This is an optimization exercise on Yosys and OpenROAD, whose aim is small area and a short achievable clock period, not a production implementation. In this exercise RTL edits were held to simulation tests only and were not proved equivalent to the original. Power is estimated from default activity; no workload was simulated.

// multi_rf_renamer
module multi_rf_renamer (
  input  logic        clk,
  input  logic        rst,
  output logic        init_done,
  input  logic        rename_req,
  input  logic [0:0]  rename_rf,
  input  logic [4:0]  rename_rd,
  output logic        rename_ready,
  output logic [5:0]  rename_phys_rd,
  input  logic [2:0]  rs_rf,
  input  logic [14:0] rs_addr,
  output logic [17:0] rs_phys,
  input  logic        issue_commit,
  input  logic        rollback,
  input  logic        retire_valid,
  input  logic        retire_discard,
  output logic        inuse_full
);
For scale: ~58 I/O pins, roughly 59000 µm² of cells after synthesis.
Settings: LEC_CHECK=0, CAP_MARGIN=20, CORE_MARGIN=2, CORE_UTILIZATION=40, CTS_BUF_LIST=sky130_fd_sc_hd__clkbuf_4 sky130_fd_sc_hd__clkbuf_8, SETUP_SLACK_MARGIN=1.6, SLEW_MARGIN=20; clock period 5.2 ns.
run.sh (not shown) runs the stock make flow with config.mk's settings and CLKGATE_MAP_FILE= SYNTH_SCRIPT=/design/flow/synth_recipe.tcl, a recipe that flattens the netlist after the stock synthesis.
Then changed:
CORE_UTILIZATION = 55   (was 40)
SETUP_SLACK_MARGIN = 1.2   (was 1.6)
Worst setup slack improves by 0.017 ns.
Via count rises by 0.95%.
Count of clock-buffer cells in the layout falls by 5.
Total power falls by 0.64%.
Worst hold slack improves by 0.17 ns.
Synthesized area is unchanged.
Then changed:
CORE_UTILIZATION = 65   (was 55)
SETUP_SLACK_MARGIN = 1.4   (was 1.2)
Die area shrinks by 15%.
Count of clock-buffer cells in the layout falls by 15.
Area after synthesis does not change.
Power fell by about 1.1%.
Via count climbs by 0.57%.
Design area drops by 0.74%.
Cell count shrinks by about 4.4%.
First-iteration DRC count rose by about 25%.
Global-route usage went up by 4.3 points.
Wire length is lower by 5.6%.

== run A ==
The RTL this note starts from:
==> flow/design.v <==
package multi_rf_renamer_pkg;
  localparam int DEF_NUM_RF      = 2;
  localparam int DEF_ARCH_REGS   = 32;
  localparam int DEF_PHYS_REGS   = 64;
  localparam int DEF_READ_PORTS  = 3;
  localparam int DEF_INUSE_DEPTH = 32;
endpackage
module multi_rf_renamer_free_list (
  input  logic       clk,
  input  logic       rst,
  input  logic       init,        
  input  logic [4:0] init_idx,
  input  logic       push,        
  input  logic       push_keep,   
  input  logic [5:0] push_phys,
  input  logic       pop,
  input  logic       rollback,
  input  logic [5:0] rollback_phys,   
  output logic [5:0] head,
  output logic       empty
);
  logic [5:0] mem [32];
  logic [4:0] rd_nxt;
  logic [4:0] wr_ptr;
  logic [5:0] used;    
  logic       we;
  logic [4:0] waddr;
  logic [5:0] wdata;
  assign we    = init | (push & ~push_keep);
  assign waddr = init ? init_idx : wr_ptr;
  assign wdata = init ? {1'b1, init_idx} : push_phys;
  always_ff @(posedge clk) begin
    for (int i = 0; i < 32; i++)
      if (we && waddr == 5'(i)) mem[i] <= wdata;
  end
  always_ff @(posedge clk or negedge rst) begin
    if (!rst) begin
      rd_nxt <= 5'd1;
      wr_ptr <= '0;
      used   <= '0;
    end else begin
      if (push) wr_ptr <= wr_ptr + 1'b1;
      if (pop)           rd_nxt <= rd_nxt + 1'b1;
      else if (rollback) rd_nxt <= rd_nxt - 1'b1;
      used <= used + 6'(pop) - 6'(push) - 6'(rollback);
    end
  end
  always_ff @(posedge clk) begin
    if (init)
      head <= 6'd32;
    else if (pop)
      head <= (push && !push_keep && used == 6'd31) ? push_phys : mem[rd_nxt];
    else if (rollback)
      head <= rollback_phys;
    else if (push && !push_keep && used[5])
      head <= push_phys;
  end
  assign empty = used[5];
endmodule
module multi_rf_renamer (
  input  logic        clk,
  input  logic        rst,
  output logic        init_done,
  input  logic        rename_req,
  input  logic [0:0]  rename_rf,
  input  logic [4:0]  rename_rd,
  output logic        rename_ready,
  output logic [5:0]  rename_phys_rd,
  input  logic [2:0]  rs_rf,
  input  logic [14:0] rs_addr,
  output logic [17:0] rs_phys,
  input  logic        issue_commit,
  input  logic        rollback,
  input  logic        retire_valid,
  input  logic        retire_discard,
  output logic        inuse_full
);
  logic       run;
  logic [4:0] init_cnt;
  always_ff @(posedge clk or negedge rst) begin
    if (!rst) begin
      run      <= 1'b0;
      init_cnt <= '0;
    end else if (!run) begin
      init_cnt <= init_cnt + 1'b1;
      if (init_cnt == 5'd31) run <= 1'b1;
    end
  end
  assign init_done = run;
  logic [5:0] tbl [64];
  function automatic logic [5:0] tbl_rd(input logic [5:0] idx);
    logic [5:0] lv [64];
    lv[0] = '0;
    for (int i = 1; i < 64; i++) lv[i] = tbl[i];
    for (int b = 0; b < 6; b++)
      for (int i = 0; i < (64 >> (b + 1)); i++)
        lv[i] = idx[b] ? lv[2*i + 1] : lv[2*i];
    tbl_rd = lv[0];
  endfunction
  logic       prev_nz;    
  logic       prev_rf;
  logic [4:0] prev_rd;
  logic [5:0] prev_old;
  logic [5:0] prev_new;   
  logic [11:0] iu_mem [32];    
  logic [4:0]  iu_rd_nxt, iu_wr_ptr;    
  logic [5:0]  iu_count;
  logic        h_rf;                   
  logic [4:0]  h_rd;
  logic [5:0]  h_old;
  assign inuse_full = iu_count[5];
  logic [1:0] fl_push, fl_pop, fl_unpop, fl_empty;
  logic [5:0] fl_head [2];
  logic rename_zero, rename_fire, ren_write;
  logic rollback_fire, retire_fire, discard_fire, iu_push;
  assign rename_zero    = (rename_rd == 5'd0) & ~rename_rf[0];
  assign rename_ready   = run & ~rollback & ~(retire_valid & retire_discard)
                        & (rename_zero | ~fl_empty[rename_rf]);
  assign rename_phys_rd = rename_zero ? 6'd0 : fl_head[rename_rf];
  assign rename_fire    = rename_req & rename_ready;
  assign ren_write      = rename_fire & ~rename_zero;
  assign rollback_fire  = run & rollback & prev_nz;
  assign retire_fire    = run & retire_valid & (iu_count != 6'd0);
  assign discard_fire   = retire_fire & retire_discard;
  assign iu_push        = run & issue_commit & prev_nz & ~inuse_full;
  always_comb begin
    fl_push  = '0;
    fl_pop   = '0;
    fl_unpop = '0;
    fl_push[h_rf]       = retire_fire;
    fl_pop[rename_rf]   = ren_write;
    fl_unpop[prev_rf]   = rollback_fire;
  end
  for (genvar r = 0; r < 2; r++) begin : g_fl
    multi_rf_renamer_free_list u_fl (
      .clk       (clk),
      .rst       (rst),
      .init      (~run),
      .init_idx  (init_cnt),
      .push      (fl_push[r]),
      .push_keep (retire_discard),
      .push_phys (h_old),
      .pop       (fl_pop[r]),
      .rollback  (fl_unpop[r]),
      .rollback_phys (prev_new),
      .head      (fl_head[r]),
      .empty     (fl_empty[r])
    );
  end
  logic       tw_en;
  logic       tw_rf;
  logic [4:0] tw_rd;
  logic [5:0] tw_data;
  always_comb begin
    tw_en   = ren_write;
    tw_rf   = rename_rf;
    tw_rd   = rename_rd;
    tw_data = rename_phys_rd;
    if (rollback_fire) begin
      tw_en   = 1'b1;
      tw_rf   = prev_rf;
      tw_rd   = prev_rd;
      tw_data = prev_old;
    end else if (discard_fire) begin
      tw_en   = 1'b1;
      tw_rf   = h_rf;
      tw_rd   = h_rd;
      tw_data = h_old;
    end
    if (!run) begin
      tw_rd   = init_cnt;
      tw_data = {1'b0, init_cnt};
    end
  end
  always_ff @(posedge clk) begin
    for (int i = 1; i < 64; i++)
      if (tw_rd == 5'(i) && (!run || (tw_en && tw_rf == (i >= 32)))) tbl[i] <= tw_data;
  end
  always_comb begin
    for (int p = 0; p < 3; p++)
      rs_phys[6*p +: 6] = tbl_rd({rs_rf[p], rs_addr[5*p +: 5]});
  end
  always_ff @(posedge clk or negedge rst) begin
    if (!rst)             prev_nz <= 1'b0;
    else if (rename_fire) prev_nz <= ~rename_zero;
  end
  always_ff @(posedge clk) begin
    if (rename_fire) begin
      prev_rf  <= rename_rf;
      prev_rd  <= rename_rd;
      prev_old <= tbl_rd({rename_rf, rename_rd});
      prev_new <= rename_phys_rd;
    end
  end
  always_ff @(posedge clk) begin
    for (int i = 0; i < 32; i++)
      if (iu_push && iu_wr_ptr == 5'(i)) iu_mem[i] <= {prev_rf, prev_rd, prev_old};
  end
  always_ff @(posedge clk) begin
    if (retire_fire)
      {h_rf, h_rd, h_old} <= (iu_push && iu_count == 6'd1) ? {prev_rf, prev_rd, prev_old}
                                                           : iu_mem[iu_rd_nxt];
    else if (iu_push && iu_count == 6'd0)
      {h_rf, h_rd, h_old} <= {prev_rf, prev_rd, prev_old};
  end
  always_ff @(posedge clk or negedge rst) begin
    if (!rst) begin
      iu_rd_nxt <= 5'd1;
      iu_wr_ptr <= '0;
      iu_count  <= '0;
    end else begin
      if (iu_push)     iu_wr_ptr <= iu_wr_ptr + 1'b1;
      if (retire_fire) iu_rd_nxt <= iu_rd_nxt + 1'b1;
      iu_count <= iu_count + 6'(iu_push) - 6'(retire_fire);
    end
  end
endmodule
Settings: LEC_CHECK=0, CAP_MARGIN=20, CORE_MARGIN=2, CORE_UTILIZATION=55, CTS_BUF_LIST=sky130_fd_sc_hd__clkbuf_4 sky130_fd_sc_hd__clkbuf_8, SETUP_SLACK_MARGIN=1.4, SLEW_MARGIN=20; clock period 5.2 ns.
Input-level comparison between run B and run A:
--- a/flow/config.mk
+++ b/flow/config.mk
@@ -10 +10 @@
-export CORE_UTILIZATION = 55
+export CORE_UTILIZATION = 65
## What came out
- Relative to run A, global-route usage increased by 5.4 points in run B.
- Looking at setup slack across both flows, run B is the weaker of the two, with run A ahead.
- Run A → run B: proportion of layout cells with a drive suffix above 1 now larger; proportion of power drawn by flip-flops and latches down 0.9 points; post-CTS setup buffer count saw an increase; cell count saw a decrease; internal power component +0.38 mW.
- Going from run A to run B, total vias in the final route rose by 1.7%; well tap count -about 15%; filler cell count in the final layout lost 2214; number of enable flip-flop cells after synthesis level.
Setup changes, run B to run C
--- a/flow/config.mk
+++ b/flow/config.mk
@@ -10,3 +10,2 @@
-export CORE_UTILIZATION = 65
-export CTS_BUF_LIST = sky130_fd_sc_hd__clkbuf_4 sky130_fd_sc_hd__clkbuf_8
-export SETUP_SLACK_MARGIN = 1.4
+export CORE_UTILIZATION = 40
+export SETUP_SLACK_MARGIN = 1.6
### Flow results
Compared with run B, run C is hungrier on power.
Count of fill cells added during filler insertion ends up higher on run C.
Relative to run B, global-route usage decreased by 16 points in run C.
Summary: with run B as the reference, cell count in run C moved up by more than 10%.
Switching power, run B and run C: larger value in run C
| die width | run C vs run B | about 27% higher |
Clock network latency to the later pin of the worst-skew pair: lower on run C
The lower area of the die came out of run B.
Compared with run B, run C shows a higher first-pass GRT wire length.
## Diff of input files: run D against run C
--- a/flow/config.mk
+++ b/flow/config.mk
@@ -10 +10 @@
-export CORE_UTILIZATION = 40
+export CORE_UTILIZATION = 55
Results
In the tables for run D and run C, total power after layout reads lower with run D. Compare run D and run C | internal power higher: run C. Full die area sits lower in run D than in run C. NOTE horizontal die dimension run C->run D decreased by more than 10%. Looking only at wire length of the first global-routing pass, and setting everything else aside, the higher value of run D and run C goes to run D.

[re-timing with driven ports]
The results above use ideal ports. As a check the final layouts listed here were re-extracted and re-timed, cells and wires unchanged.
Step 1: set_driving_cell puts a clkbuf_16 on clk and a buf_2 on each other input, an assumption about the parent block.
Step 2 also shifts input and output timing later by t, the mid clock arrival at the registers, as if the neighbouring blocks saw the same clock.
Slacks: ideal / step 1 / step 2; pairs: ideal / step 1.
run	t, ns	setup WS [ns]	worst register clock-pin slew, ns
the first run of note 1	0.992	1.036 / 0.937 / 0.749	0.07 / 0.07
the second run of note 1	0.932	1.053 / 0.803 / 0.393	0.07 / 0.07
the third run of note 1	0.943	1.097 / 0.835 / 0.645	0.07 / 0.07
run A	0.939	1.144 / 0.816 / 0.564	0.07 / 0.07
run B	0.949	1.083 / 0.842 / 0.594	0.07 / 0.07
run C	0.831	1.111 / 0.888 / 0.877	0.06 / 0.06
run D	0.817	1.124 / 0.869 / 0.758	0.06 / 0.06
After both steps every run listed still meets setup and hold. For the second run of note 1, which loses most, drivers alone change the setup slack by -0.250 ns; drivers and shift together by -0.660 ns.
